From an optimization exercise on the open Yosys and OpenROAD flow, aimed at small area, a short achievable clock period and few clock cycles per item; shortcuts taken in it are not production practice. The RTL was checked by simulation tests, not by an equivalence proof against the original design.

==> run a <==
==> flow/design.v <==
`timescale 1ns/1ps
`default_nettype none
package cpu_pkg;
    localparam int data_width = 32;
    localparam int w_oper     = 3;
    localparam int w_func     = 5;
    localparam int md_cycles  = 32;    
    localparam logic [w_oper-1:0] oper_alus = 3'd0;
    localparam logic [w_oper-1:0] oper_aluu = 3'd1;
    localparam logic [w_oper-1:0] oper_mfhi = 3'd2;
    localparam logic [w_oper-1:0] oper_mflo = 3'd3;
    localparam logic [w_oper-1:0] oper_mthi = 3'd4;
    localparam logic [w_oper-1:0] oper_mtlo = 3'd5;
    localparam logic [w_oper-1:0] oper_mfc0 = 3'd6;
    localparam logic [w_func-1:0] func_none = 5'd0;
    localparam logic [w_func-1:0] func_and  = 5'd1;
    localparam logic [w_func-1:0] func_or   = 5'd2;
    localparam logic [w_func-1:0] func_xor  = 5'd3;
    localparam logic [w_func-1:0] func_nor  = 5'd4;
    localparam logic [w_func-1:0] func_lui  = 5'd5;
    localparam logic [w_func-1:0] func_sll  = 5'd6;
    localparam logic [w_func-1:0] func_srl  = 5'd7;
    localparam logic [w_func-1:0] func_sra  = 5'd8;
    localparam logic [w_func-1:0] func_add  = 5'd9;
    localparam logic [w_func-1:0] func_sub  = 5'd10;
    localparam logic [w_func-1:0] func_slt  = 5'd11;
    localparam logic [w_func-1:0] func_mul  = 5'd12;
    localparam logic [w_func-1:0] func_div  = 5'd13;
    localparam logic [4:0] cp0_badvaddr = 5'd8;
    localparam logic [4:0] cp0_count    = 5'd9;
    localparam logic [4:0] cp0_compare  = 5'd11;
    localparam logic [4:0] cp0_status   = 5'd12;
    localparam logic [4:0] cp0_cause    = 5'd13;
    localparam logic [4:0] cp0_epc      = 5'd14;
endpackage
module bk_adder #(
    parameter int W = 36
) (
    input  logic [W-1:0] x,
    input  logic [W-1:0] y,
    input  logic         cin,
    output logic [W-1:0] s
);
    logic [W:0] g;
    logic [W:0] p;
    logic [W:0] gg;
    logic [W:0] pp;
    always_comb begin
        g[0] = cin;
        p[0] = 1'b0;
        for (int i = 0; i < W; i++) begin
            g[i+1] = x[i] & y[i];
            p[i+1] = x[i] ^ y[i];
        end
        gg = g;
        pp = p;
        for (int d = 1; d <= W; d = d * 2) begin
            for (int i = W; i >= 1; i--) begin
                if (((i / d) % 2) == 1) begin
                    gg[i] = gg[i] | (pp[i] & gg[(i / d) * d - 1]);
                    pp[i] = pp[i] & pp[(i / d) * d - 1];
                end
            end
        end
        for (int i = 0; i < W; i++) begin
            s[i] = p[i+1] ^ gg[i];
        end
    end
endmodule
`default_nettype wire
`timescale 1ns/1ps
`default_nettype none
import cpu_pkg::*;
module sglalu (
    input  logic [w_oper-1:0]     oper,
    input  logic [w_func-1:0]     func,
    input  logic [data_width-1:0] cp0_rt_data,
    input  logic [data_width-1:0] source_a,
    input  logic [data_width-1:0] source_b,
    input  logic [data_width-1:0] hi,
    input  logic [data_width-1:0] lo,
    output logic [data_width-1:0] result,
    output logic                  ov
);
    logic                  is_signed;
    logic [35:0]           sum_add;
    logic [35:0]           sum_sub;
    logic                  less;
    logic                  left;
    logic [data_width-1:0] sh_in;
    logic [data_width-1:0] sh_out;
    logic [data_width-1:0] shifted;
    logic                  fill;
    logic                  add_ovf;
    logic                  sub_ovf;
    logic [data_width-1:0] other;
    assign is_signed = (oper == oper_alus);
    bk_adder #(.W(36)) u_add (
        .x   ({4'b0, source_a}),
        .y   ({4'b0, source_b}),
        .cin (1'b0),
        .s   (sum_add)
    );
    bk_adder #(.W(36)) u_sub (
        .x   ({3'b0, is_signed & source_a[data_width-1], source_a}),
        .y   ({3'b0, ~{is_signed & source_b[data_width-1], source_b}}),
        .cin (1'b1),
        .s   (sum_sub)
    );
    assign less = sum_sub[data_width];
    assign add_ovf = (source_a[data_width-1] == source_b[data_width-1]) &&
                     (sum_add[data_width-1] != source_a[data_width-1]);
    assign sub_ovf = (source_a[data_width-1] != source_b[data_width-1]) &&
                     (sum_sub[data_width-1] != source_a[data_width-1]);
    assign ov = is_signed && (((func == func_add) && add_ovf) || ((func == func_sub) && sub_ovf));
    assign left = (func == func_sll);
    assign fill = (func == func_sra) & source_a[data_width-1];
    always_comb begin
        for (int i = 0; i < data_width; i++) begin
            sh_in[i] = left ? source_a[data_width-1-i] : source_a[i];
        end
    end
    assign sh_out = $signed({fill, sh_in}) >>> source_b[4:0];
    always_comb begin
        for (int i = 0; i < data_width; i++) begin
            shifted[i] = left ? sh_out[data_width-1-i] : sh_out[i];
        end
    end
    always_comb begin
        case (func)
            func_and: begin
                case (oper)
                    oper_mfhi: other = hi;
                    oper_mflo: other = lo;
                    oper_mfc0: other = cp0_rt_data;
                    default:   other = source_a & source_b;
                endcase
            end
            func_or:  other = source_a | source_b;
            func_xor: other = source_a ^ source_b;
            func_nor: other = ~(source_a | source_b);
            func_lui: other = {source_b[15:0], 16'h0000};
            func_sll, func_srl, func_sra: other = shifted;
            default:  other = '0;
        endcase
    end
    always_comb begin
        case (func)
            func_add: result = sum_add[data_width-1:0];
            func_sub: result = sum_sub[data_width-1:0];
            func_slt: result = {{(data_width-1){1'b0}}, less};
            default:  result = other;
        endcase
    end
endmodule
`default_nettype wire
`timescale 1ns/1ps
`default_nettype none
import cpu_pkg::*;
module mulalu (
    input  logic                  clk,
    input  logic                  reset,
    input  logic [w_oper-1:0]     oper,
    input  logic [w_func-1:0]     func,
    input  logic [data_width-1:0] source_a,
    input  logic [data_width-1:0] source_b,
    output logic                  busy,
    output logic [data_width-1:0] hi,
    output logic [data_width-1:0] lo
);
    logic                  st_pre;
    logic                  st_run;
    logic                  st_posthi;
    logic                  st_postlo;
    logic                  sel_nlo;    
    logic                  sel_nhi;    
    logic                  sel_div;    
    logic                  sel_mul;    
    logic [5:0]            pos;       
    logic                  is_div;
    logic                  sgn;
    logic                  neg_a;
    logic                  neg_b;
    logic                  op_sub;
    logic [data_width-1:0] b;
    logic                  start;
    logic                  is_md;
    logic                  s_sgn;
    logic                  a_neg_in;
    logic                  negate;
    logic                  e;
    logic [33:0]           bx;
    logic [33:0]           x;
    logic [33:0]           y0;
    logic [33:0]           y1;
    logic [33:0]           cs_s;
    logic [33:0]           cs_c;
    logic                  c0;
    logic [33:0]           s;
    logic                  q;
    logic [32:0]           cmp;
    logic                  skip;
    logic                  last;
    logic [5:0]            pos_next;
    logic                  n_pre;
    logic                  n_run;
    logic                  n_posthi;
    logic                  n_postlo;
    logic                  n_div;
    logic [data_width-1:0] run_hi;
    logic [data_width-1:0] run_lo;
    assign busy     = st_pre | st_run | st_posthi | st_postlo;
    assign is_md    = (func == func_mul) || (func == func_div);
    assign start    = is_md && !busy;
    assign s_sgn    = (oper != oper_aluu);
    assign a_neg_in = s_sgn & source_a[data_width-1];
    assign negate = sel_nlo | sel_nhi;
    assign e      = sgn & hi[data_width-1];
    assign bx     = {{2{sgn & b[data_width-1]}}, b};
    assign x = ({34{sel_nlo}} & ~{2'b00, lo}) |
               ({34{sel_nhi}} & ~{2'b00, hi}) |
               ({34{sel_div}} & {1'b0, hi, lo[data_width-1]}) |
               ({34{sel_mul}} & {{2{e}}, hi});
    assign y0 = negate ? '0 : ((bx & {34{sel_div | lo[0]}}) ^ {34{op_sub}});
    assign y1 = sel_mul ? (({bx[32:0], 1'b0} & {34{lo[1]}}) ^ {34{op_sub}}) : '0;
    assign c0 = negate | op_sub;
    assign cs_s = x ^ y0 ^ y1;
    assign cs_c = {(x[32:0] & y0[32:0]) | (x[32:0] & y1[32:0]) | (y0[32:0] & y1[32:0]),
                   sel_mul & op_sub};
    bk_adder #(.W(34)) u_add (.x(cs_s), .y(cs_c), .cin(c0), .s(s));
    assign q = ~s[data_width];    
    bk_adder #(.W(33)) u_cmp (.x({1'b0, hi[23:0], lo[data_width-1:24]}), .y(bx[32:0] ^ {33{op_sub}}),
                              .cin(op_sub), .s(cmp));
    always_comb begin
        if (is_div) begin
            skip = (hi[data_width-1:24] == '0) && cmp[data_width];
        end else begin
            skip = (lo[7:0] == '0);
        end
        skip = skip && (pos[5:3] != 3'd0);
    end
    assign pos_next = pos - (skip ? 6'd8 : is_div ? 6'd1 : 6'd2);
    assign last     = skip ? (pos[5:3] == 3'd1 && pos[2:0] == 3'd0) : is_div ? (pos == 6'd1) : (pos == 6'd2);
    always_comb begin
        case ({skip, is_div})
            2'b00: begin    
                run_hi = s[data_width+1:2];
                run_lo = {s[1:0], lo[data_width-1:2]};
            end
            2'b01: begin    
                run_hi = q ? s[data_width-1:0] : {hi[data_width-2:0], lo[data_width-1]};
                run_lo = {lo[data_width-2:0], q};
            end
            2'b10: begin    
                run_hi = {{8{e}}, hi[data_width-1:8]};
                run_lo = {hi[7:0], lo[data_width-1:8]};
            end
            default: begin  
                run_hi = {hi[23:0], lo[data_width-1:24]};
                run_lo = {lo[23:0], 8'h00};
            end
        endcase
    end
    assign n_pre    = start & a_neg_in;
    assign n_run    = (start & ~a_neg_in) | st_pre | (st_run & ~last);
    assign n_posthi = st_run & last & is_div & neg_a;
    assign n_postlo = ((st_run & last & ~neg_a) | st_posthi) & is_div & (neg_a ^ neg_b);
    assign n_div    = start ? (func == func_div) : is_div;
    always_ff @(posedge clk) begin
        if (reset) begin
            st_pre    <= 1'b0;
            st_run    <= 1'b0;
            st_posthi <= 1'b0;
            st_postlo <= 1'b0;
            sel_nlo   <= 1'b0;
            sel_nhi   <= 1'b0;
            sel_div   <= 1'b0;
            sel_mul   <= 1'b0;
        end else begin
            st_pre    <= n_pre;
            st_run    <= n_run;
            st_posthi <= n_posthi;
            st_postlo <= n_postlo;
            sel_nlo   <= n_pre | n_postlo;
            sel_nhi   <= n_posthi;
            sel_div   <= n_run & n_div;
            sel_mul   <= n_run & ~n_div;
        end
    end
    always_ff @(posedge clk) begin
        if (start) begin
            is_div <= (func == func_div);
            sgn    <= s_sgn;
            neg_a  <= a_neg_in;
            neg_b  <= s_sgn & source_b[data_width-1];
            op_sub <= (func == func_div) ? ~(s_sgn & source_b[data_width-1]) : a_neg_in;
            b      <= source_b;
            pos    <= 6'd32;
        end else if (st_run) begin
            pos <= pos_next;
        end
    end
    always_ff @(posedge clk) begin
        if (reset) begin
            hi <= '0;
            lo <= '0;
        end else begin
            if (st_run) begin
                hi <= run_hi;
                lo <= run_lo;
            end else if (st_posthi) begin
                hi <= s[data_width-1:0];
            end else if (st_pre | st_postlo) begin
                lo <= s[data_width-1:0];
            end else if (start) begin
                hi <= '0;
                lo <= source_a;
            end else begin
                if (oper == oper_mthi) hi <= source_a;
                if (oper == oper_mtlo) lo <= source_a;
            end
        end
    end
endmodule
`default_nettype wire
`timescale 1ns/1ps
`default_nettype none
`default_nettype wire
`timescale 1ns/1ps
`default_nettype none
import cpu_pkg::*;
module cp0_regs (
    input  logic                  clk,
    input  logic                  reset,
    input  logic                  cp0_write,
    input  logic [4:0]            cp0_addr,
    input  logic [data_width-1:0] cp0_rd_data,
    output logic [data_width-1:0] cp0_rt_data,
    output logic                  timer_irq
);
    logic [data_width-1:0] count;
    logic [data_width-1:0] compare;
    logic [data_width-1:0] status;
    logic [data_width-1:0] epc;
    logic                  compare_ok;
    logic                  status_ok;
    logic                  epc_ok;
    logic                  irq;
    logic                  half_tick;
    logic                  match;
    logic [data_width-1:0] count_inc;
    bk_adder #(.W(data_width)) u_inc (.x(count), .y('0), .cin(1'b1), .s(count_inc));
    assign match     = compare_ok && (count == compare) && (compare != '0);
    assign timer_irq = irq;    
    always_ff @(posedge clk) begin
        if (reset) begin
            count     <= '0;
            compare_ok <= 1'b0;
            status_ok  <= 1'b0;
            epc_ok     <= 1'b0;
            irq       <= 1'b0;
            half_tick <= 1'b0;
        end else begin
            half_tick <= ~half_tick;
            if (cp0_write && cp0_addr == cp0_count) begin
                count <= cp0_rd_data;
            end else if (half_tick) begin
                count <= count_inc;    
            end
            if (cp0_write && cp0_addr == cp0_status) begin
                status_ok <= 1'b1;
            end
            if (cp0_write && cp0_addr == cp0_epc) begin
                epc_ok <= 1'b1;
            end
            if (cp0_write && cp0_addr == cp0_compare) begin
                compare_ok <= 1'b1;
                irq        <= 1'b0;    
            end else if (match) begin
                irq <= 1'b1;
            end
        end
    end
    always_ff @(posedge clk) begin
        if (cp0_write && cp0_addr == cp0_status) begin
            status <= cp0_rd_data;
        end
        if (cp0_write && cp0_addr == cp0_epc) begin
            epc <= cp0_rd_data;
        end
        if (cp0_write && cp0_addr == cp0_compare) begin
            compare <= cp0_rd_data;
        end
    end
    always_comb begin
        case (cp0_addr)
            cp0_count:    cp0_rt_data = count;
            cp0_compare:  cp0_rt_data = compare_ok ? compare : '0;
            cp0_status:   cp0_rt_data = status_ok ? status : '0;
            cp0_cause:    cp0_rt_data = {16'h0000, irq, 15'h0000};
            cp0_epc:      cp0_rt_data = epc_ok ? epc : '0;
            default:      cp0_rt_data = '0;    
        endcase
    end
endmodule
`default_nettype wire
`timescale 1ns/1ps
`default_nettype none
import cpu_pkg::*;
module exec_stage (
    input  logic                  clk,
    input  logic                  reset,
    input  logic [w_oper-1:0]     oper,
    input  logic [w_func-1:0]     func,
    input  logic [data_width-1:0] source_a,
    input  logic [data_width-1:0] source_b,
    input  logic [4:0]            cp0_addr,
    input  logic                  cp0_write,
    output logic [data_width-1:0] result,
    output logic                  ov,
    output logic                  busy,
    output logic                  timer_irq
);
    logic [data_width-1:0] cp0_rt_data;
    logic [data_width-1:0] hi;
    logic [data_width-1:0] lo;
    sglalu u_sglalu (
        .oper        (oper),
        .func        (func),
        .cp0_rt_data (cp0_rt_data),
        .source_a    (source_a),
        .source_b    (source_b),
        .hi          (hi),
        .lo          (lo),
        .result      (result),
        .ov          (ov)
    );
    mulalu u_mulalu (
        .clk      (clk),
        .reset    (reset),
        .oper     (oper),
        .func     (func),
        .source_a (source_a),
        .source_b (source_b),
        .busy     (busy),
        .hi       (hi),
        .lo       (lo)
    );
    cp0_regs u_cp0_regs (
        .clk         (clk),
        .reset       (reset),
        .cp0_write   (cp0_write),
        .cp0_addr    (cp0_addr),
        .cp0_rd_data (source_b),
        .cp0_rt_data (cp0_rt_data),
        .timer_irq   (timer_irq)
    );
endmodule
`default_nettype wire
==> flow/run.sh <==
#!/bin/bash
# synth_recipe.tcl (not shown) runs the flow's synth.tcl, then flattens the netlist and writes it again
# the make line also repeats each setting of config.mk as NAME=value (left out here)
make -C /OpenROAD-flow-scripts/flow DESIGN_CONFIG=/design/flow/config.mk WORK_HOME=/design/flow/orfs CLKGATE_MAP_FILE= SYNTH_SCRIPT=/design/flow/synth_recipe.tcl finish
==> flow/config.mk <==
export PLATFORM = sky130hd
export DESIGN_NAME = exec_stage
export DESIGN_NICKNAME = exec_stage
export VERILOG_FILES = /design/flow/design.v
export SDC_FILE = /design/flow/constraint.sdc
export NUM_CORES = 4
export LEC_CHECK = 0
export CAP_MARGIN = 20
export CORE_MARGIN = 2
export CORE_UTILIZATION = 40
export SETUP_SLACK_MARGIN = 0.8
export SLEW_MARGIN = 20
==> flow/constraint.sdc <==
create_clock -name core_clock -period 7.0 [get_ports {clk}]
set_input_delay 1.4000 -clock core_clock [delete_from_list [all_inputs] [get_ports {clk}]]
set_output_delay 1.4000 -clock core_clock [all_outputs]
set_load 0.01 [all_outputs]
==> run b: changes against run a <==
--- a/flow/design.v
+++ b/flow/design.v
@@ -36,3 +36,3 @@
 module bk_adder #(
-    parameter int W = 36
+    parameter int W = 34
 ) (
@@ -69,3 +69,103 @@
 endmodule
-`default_nettype wire
+module pfx_sign #(
+    parameter int W = 33
+) (
+    input  logic [W-1:0] x,
+    input  logic [W-1:0] yn,
+    input  logic         cin,
+    output logic         sign
+);
+    logic [W:0] g;
+    logic [W:0] p;
+    logic [W:0] gg;
+    logic [W:0] pp;
+    always_comb begin
+        g[0] = cin;
+        p[0] = 1'b0;
+        for (int i = 0; i < W; i++) begin
+            g[i+1] = x[i] & yn[i];
+            p[i+1] = x[i] ^ yn[i];
+        end
+        gg = g;
+        pp = p;
+        for (int d = 1; d <= W; d = d * 2) begin
+            for (int i = W; i >= 1; i--) begin
+                if (((i / d) % 2) == 1) begin
+                    gg[i] = gg[i] | (pp[i] & gg[(i / d) * d - 1]);
+                    pp[i] = pp[i] & pp[(i / d) * d - 1];
+                end
+            end
+        end
+        sign = p[W] ^ gg[W-1];
+    end
+endmodule
+module alu_arith (
+    input  logic [31:0] a,
+    input  logic [31:0] b,
+    input  logic        is_signed,
+    input  logic        sel_add,
+    input  logic        sel_sub,
+    input  logic        sel_slt,
+    input  logic        sel_other,
+    input  logic [31:0] other,
+    output logic [31:0] result,
+    output logic        ov
+);
+    logic [32:0] ga, pa, gga, ppa;
+    logic [33:0] gs, ps, ggs, pps;
+    logic [31:0] sum_add;
+    logic [32:0] sum_sub;
+    logic [32:0] xs;
+    logic [32:0] ys;
+    assign xs = {is_signed & a[31], a};
+    assign ys = ~{is_signed & b[31], b};
+    always_comb begin
+        ga[0] = 1'b0;
+        pa[0] = 1'b0;
+        for (int i = 0; i < 32; i++) begin
+            ga[i+1] = a[i] & b[i];
+            pa[i+1] = a[i] ^ b[i];
+        end
+        gga = ga;
+        ppa = pa;
+        for (int d = 1; d <= 32; d = d * 2) begin
+            for (int i = 32; i >= 1; i--) begin
+                if (((i / d) % 2) == 1) begin
+                    gga[i] = gga[i] | (ppa[i] & gga[(i / d) * d - 1]);
+                    ppa[i] = ppa[i] & ppa[(i / d) * d - 1];
+                end
+            end
+        end
+        for (int i = 0; i < 32; i++) begin
+            sum_add[i] = pa[i+1] ^ gga[i];
+        end
+    end
+    always_comb begin
+        gs[0] = 1'b1;
+        ps[0] = 1'b0;
+        for (int i = 0; i < 33; i++) begin
+            gs[i+1] = xs[i] & ys[i];
+            ps[i+1] = xs[i] ^ ys[i];
+        end
+        ggs = gs;
+        pps = ps;
+        for (int d = 1; d <= 33; d = d * 2) begin
+            for (int i = 33; i >= 1; i--) begin
+                if (((i / d) % 2) == 1) begin
+                    ggs[i] = ggs[i] | (pps[i] & ggs[(i / d) * d - 1]);
+                    pps[i] = pps[i] & pps[(i / d) * d - 1];
+                end
+            end
+        end
+        for (int i = 0; i < 33; i++) begin
+            sum_sub[i] = ps[i+1] ^ ggs[i];
+        end
+    end
+    assign result = ({32{sel_add}} & sum_add) |
+                    ({32{sel_sub}} & sum_sub[31:0]) |
+                    {31'b0, sel_slt & sum_sub[32]} |
+                    ({32{sel_other}} & other);
+    assign ov = is_signed & ((sel_add & (a[31] == b[31]) & (sum_add[31] != a[31])) |
+                             (sel_sub & (a[31] != b[31]) & (sum_sub[31] != a[31])));
+endmodule
 `timescale 1ns/1ps
@@ -85,5 +185,2 @@
     logic                  is_signed;
-    logic [35:0]           sum_add;
-    logic [35:0]           sum_sub;
-    logic                  less;
     logic                  left;
@@ -93,24 +190,22 @@
     logic                  fill;
-    logic                  add_ovf;
-    logic                  sub_ovf;
     logic [data_width-1:0] other;
+    logic                  sel_add;
+    logic                  sel_sub;
+    logic                  sel_slt;
     assign is_signed = (oper == oper_alus);
-    bk_adder #(.W(36)) u_add (
-        .x   ({4'b0, source_a}),
-        .y   ({4'b0, source_b}),
-        .cin (1'b0),
-        .s   (sum_add)
-    );
-    bk_adder #(.W(36)) u_sub (
-        .x   ({3'b0, is_signed & source_a[data_width-1], source_a}),
-        .y   ({3'b0, ~{is_signed & source_b[data_width-1], source_b}}),
-        .cin (1'b1),
-        .s   (sum_sub)
+    assign sel_add   = (func == func_add);
+    assign sel_sub   = (func == func_sub);
+    assign sel_slt   = (func == func_slt);
+    alu_arith u_arith (
+        .a         (source_a),
+        .b         (source_b),
+        .is_signed (is_signed),
+        .sel_add   (sel_add),
+        .sel_sub   (sel_sub),
+        .sel_slt   (sel_slt),
+        .sel_other (~(sel_add | sel_sub | sel_slt)),
+        .other     (other),
+        .result    (result),
+        .ov        (ov)
     );
-    assign less = sum_sub[data_width];
-    assign add_ovf = (source_a[data_width-1] == source_b[data_width-1]) &&
-                     (sum_add[data_width-1] != source_a[data_width-1]);
-    assign sub_ovf = (source_a[data_width-1] != source_b[data_width-1]) &&
-                     (sum_sub[data_width-1] != source_a[data_width-1]);
-    assign ov = is_signed && (((func == func_add) && add_ovf) || ((func == func_sub) && sub_ovf));
     assign left = (func == func_sll);
@@ -143,11 +238,3 @@
             func_sll, func_srl, func_sra: other = shifted;
-            default:  other = '0;
-        endcase
-    end
-    always_comb begin
-        case (func)
-            func_add: result = sum_add[data_width-1:0];
-            func_sub: result = sum_sub[data_width-1:0];
-            func_slt: result = {{(data_width-1){1'b0}}, less};
-            default:  result = other;
+            default:  other = '0;    
         endcase
@@ -200,3 +287,2 @@
     logic                  q;
-    logic [32:0]           cmp;
     logic                  skip;
@@ -231,7 +317,8 @@
     assign q = ~s[data_width];    
-    bk_adder #(.W(33)) u_cmp (.x({1'b0, hi[23:0], lo[data_width-1:24]}), .y(bx[32:0] ^ {33{op_sub}}),
-                              .cin(op_sub), .s(cmp));
+    logic cmp_neg;
+    pfx_sign #(.W(33)) u_cmp (.x({1'b0, hi[23:0], lo[data_width-1:24]}), .yn(bx[32:0] ^ {33{op_sub}}),
+                              .cin(op_sub), .sign(cmp_neg));
     always_comb begin
         if (is_div) begin
-            skip = (hi[data_width-1:24] == '0) && cmp[data_width];
+            skip = (hi[data_width-1:24] == '0) && cmp_neg;
         end else begin
@@ -351,3 +438,3 @@
     logic [data_width-1:0] count_inc;
-    bk_adder #(.W(data_width)) u_inc (.x(count), .y('0), .cin(1'b1), .s(count_inc));
+    assign count_inc = count + 1'b1;
     assign match     = compare_ok && (count == compare) && (compare != '0);
SYNTH_HIERARCHICAL = 1   (was default)
SYNTH_MINIMUM_KEEP_SIZE = 0   (was default)
==> flow_summary.json <==
{
  "status": "complete, no violations",
  "grt_usage": 0.405,
  "synthTopCellsByCount": "nand2_1, nor2_1, clkbuf_1, o21ai_0, a21oi_1",
  "p_leak_nw": 12.9,
  "fmax_mhz": 147,
  "vias_per_cell": 6.61,
  "finalCoreUtilization": 0.509,
  "n_fill_cell": 6012,
  "grt_pass1_wl_mm": 196
}
[end of results for run a]
==> flow_summary.json <==
{
  "status": "complete, no violations",
  "p_leak_nw": 13.4,
  "wl_met1_mm": 53.2,
  "synthTopCellsByCount": "nand2_1, nor2_1, a21oi_1, inv_1, ha_1",
  "grt_pass1_wl_mm": 190,
  "fmax_mhz": 159,
  "drc_errors": 0,
  "grt_usage": 0.357,
  "setup_slack_ps": 706,
  "multi_input_cells": 2703,
  "top_layer_used": "met5",
  "core_mm2": 0.0687,
  "n_fill_cell": 6813,
  "finalCoreUtilization": 0.482,
  "cts-root-buf": "clkbuf_16",
  "dr_wl_met2_mm": 54.7
}
[end of results for run b]
Testbench counts of run a, summed over its fixed seeds: cycles 21,169, instructions 12,000.
Testbench counts of run b, summed over its fixed seeds: cycles 21,169, instructions 12,000.

[static timing again, ports no longer ideal]
The results above use ideal ports. As a check the final layouts listed here were re-extracted and re-timed, cells and wires unchanged.
Step 1 assumes that a clkbuf_16 drives the clock port and a buf_2 every other input.
Step 2 times the ports against the registers' clock, not the clock port: input delays grow and output delays shrink by t, the midpoint of the rising clock arrivals with the driver on.
a / b / c = ideal ports / drivers / drivers and shift; a / b = the first two.
| run | t, ns | setup slack, ns | worst slew at a driven data input, ns | pins driven straight from the clock port |
|---|---|---|---|---|
| run a | 0.671 | 0.177 / 0.140 / 0.140 | 0.09 | 1 |
| run b | 0.657 | 0.706 / 0.673 / 0.673 | 0.08 | 1 |
After both steps every run listed still meets setup and hold. The setup slack of run a, which loses most, moves by -0.037 ns with the drivers and by -0.037 ns with both steps.
